What follows belongs to an exercise in optimizing a design on an open flow for small area and a short achievable clock period; a production flow would make more cautious choices.
The RTL was checked by simulation tests, not by an equivalence proof against the original design.
The clock port is modelled as an ideal driver; clocking choices that lean on that would not hold on a real chip.
Power is estimated from default activity; no workload was simulated.

// spu_wb_collector
module spu_wb_collector #(
  parameter int DATA_W   = 128,
  parameter int DEPTH    = 16,
  parameter int STALL_TH = 4,
  localparam int RECW    = DATA_W + 8,
  localparam int AW      = $clog2(DEPTH),
  localparam int CW      = $clog2(DEPTH) + 1
) (
  input  logic              clk,
  input  logic              rst,
  input  logic              wb_valid_ep,
  input  logic [6:0]        wb_rt_addr_ep,
  input  logic [DATA_W-1:0] wb_data_ep,
  input  logic              wb_valid_op,
  input  logic [6:0]        wb_rt_addr_op,
  input  logic [DATA_W-1:0] wb_data_op,
  output logic              out_valid,
  input  logic              out_ready,
  output logic [RECW-1:0]   out_rec,
  output logic [CW-1:0]     count,
  output logic              stall_issue,
  output logic              overflow,
  output logic [15:0]       drop_cnt
);
For scale: about 5,200 cells after synthesis, roughly 2,200 flip-flops, about 440 I/O pins, roughly 88,000 µm² of cells after synthesis.
export LEC_CHECK = 0
export CAP_MARGIN = 20
export CORE_MARGIN = 2
export CORE_UTILIZATION = 72
export CTS_CLUSTER_DIAMETER = 90
export CTS_CLUSTER_SIZE = 25
export SETUP_SLACK_MARGIN = 3.1
export SLEW_MARGIN = 20
export TNS_END_PERCENT = 0
create_clock -name core_clock -period 5.5 [get_ports {clk}]
standard.sh (not shown) runs the stock make flow with config.mk's settings and CLKGATE_MAP_FILE= SYNTH_SCRIPT=/design/flow/synth_recipe.tcl, a recipe that flattens the netlist after the stock synthesis.
==> flow/flow/run.sh <==
#!/bin/bash
# Standard ORFS layout with two changes:
# - the port buffers buffer_ports inserts are plain buf_1 cells instead of the tool's default
#   pick (a slow delay-buffer cell);
# - before CTS, flow/up_outputs.tcl gives each output port's buffer and the flip-flop driving
#   it a stronger drive (same cell types, larger sizes), which repair_timing does not do itself.
set -euo pipefail
here=$(pwd)
export BUFFER_PORTS_ARGS="-buffer_cell sky130_fd_sc_hd__buf_1"
export PRE_CTS_TCL="$here/flow/up_outputs.tcl"
bash standard.sh finish > flow_standard.log 2>&1
==> flow/flow/up_outputs.tcl <==
# Upsize each output port's buffer and the flip-flop that drives it (drive strength only).
proc my_drv_inst {net} {
  foreach it [$net getITerms] {
    if {[$it isOutputSignal]} { return [$it getInst] }
  }
  return ""
}
set my_db [ord::get_db]
set my_block [ord::get_db_block]
foreach bt [$my_block getBTerms] {
  if {[$bt getIoType] ne "OUTPUT"} { continue }
  set b [my_drv_inst [$bt getNet]]
  if {$b eq ""} { continue }
  set bm [[$b getMaster] getName]
  if {![string match "sky130_fd_sc_hd__buf_*" $bm]} { continue }
  $b swapMaster [$my_db findMaster sky130_fd_sc_hd__buf_2]
  set in_net ""
  foreach it [$b getITerms] {
    if {[$it isInputSignal]} { set in_net [$it getNet] }
  }
  if {$in_net eq ""} { continue }
  set f [my_drv_inst $in_net]
  if {$f eq ""} { continue }
  set fm [[$f getMaster] getName]
  if {[regexp {^(sky130_fd_sc_hd__(dfxtp|dfrtp|dfstp))_[0-9]+$} $fm -> base]} {
    $f swapMaster [$my_db findMaster ${base}_4]
  }
}
The baseline finished with timing, DRC and antenna clean.
Edit:
- CORE_UTILIZATION: 72 -> 65
- TNS_END_PERCENT: 0 -> 10
After rerunning: Cell area came out higher by 3.0%. Sequential power stays flat. Combinational power came out higher by 7.4%. First-iteration DRC count came out lower by 7.2%. Critical path depth is unchanged. Synthesized cell count is unchanged. Die area came out higher by 11%. Area after synthesis does not change. Core utilization came out lower by 5.7 points. Clock-buffer cell count came out higher by 2. Register-to-register slack is better by 290 ps.
Edit:
- TNS_END_PERCENT: 10 -> 0
The new run went through all stages and came out clean.
Critical path depth is unchanged.
Sequential power hardly moves.
Final area falls slightly.
First-iteration DRC count shrinks by a few percent.
Area after synthesis does not change.
Setup slack loses 25 ps.
Hold slack stays flat.
Edit:
- TNS_END_PERCENT: 0 -> 30
Power came out higher by 0.68%.
Final area came out higher by 1.7%.
Core utilization came out higher by 1.2 points.
Maximum frequency came out lower by 1.6%.
Combinational power came out higher by about 4%.
Global-route usage came out higher by 1.2 points.
Wire length came out higher by about 4.5%.

==> afterwards: timing with drivers on the ports <==
How much do the figures lean on ideal ports? The routed layouts below were timed once more, with nothing changed but the port constraints. Step 1 (the two cells are an assumption about what drives the block):
set clk [get_ports {clk}]
set_driving_cell -lib_cell sky130_fd_sc_hd__clkbuf_16 $clk
set_driving_cell -lib_cell sky130_fd_sc_hd__buf_2 [delete_from_list [all_inputs] $clk]
Step 2 adds t to the input delays and takes it off the output delays; t is the mean of the earliest and latest rising clock arrival at the registers after step 1. Input paths then give back, and output paths get back, about the clock's delay inside the block. a / b / c = ideal / step 1 / step 2; a / b = the first two.
| run | t, ns | slack for setup (ns) | latest minus earliest clock arrival (ns) | slew at the worst register clock pin (ns) |
|---|---|---|---|---|
| the first run | 0.825 | 2.620 / 2.620 / 1.881 | 0.032 / 0.032 | 0.11 / 0.11 |
| the second run | 0.844 | 2.907 / 2.899 / 2.157 | 0.026 / 0.026 | 0.11 / 0.11 |
| the third run | 0.843 | 2.882 / 2.897 / 2.067 | 0.027 / 0.027 | 0.11 / 0.11 |
| the fourth run | 0.845 | 2.838 / 2.838 / 2.128 | 0.027 / 0.027 | 0.11 / 0.11 |
After both steps every run listed still meets setup and hold. The setup slack of the third run, which loses most, moves by +0.015 ns with the drivers and by -0.815 ns with both steps.
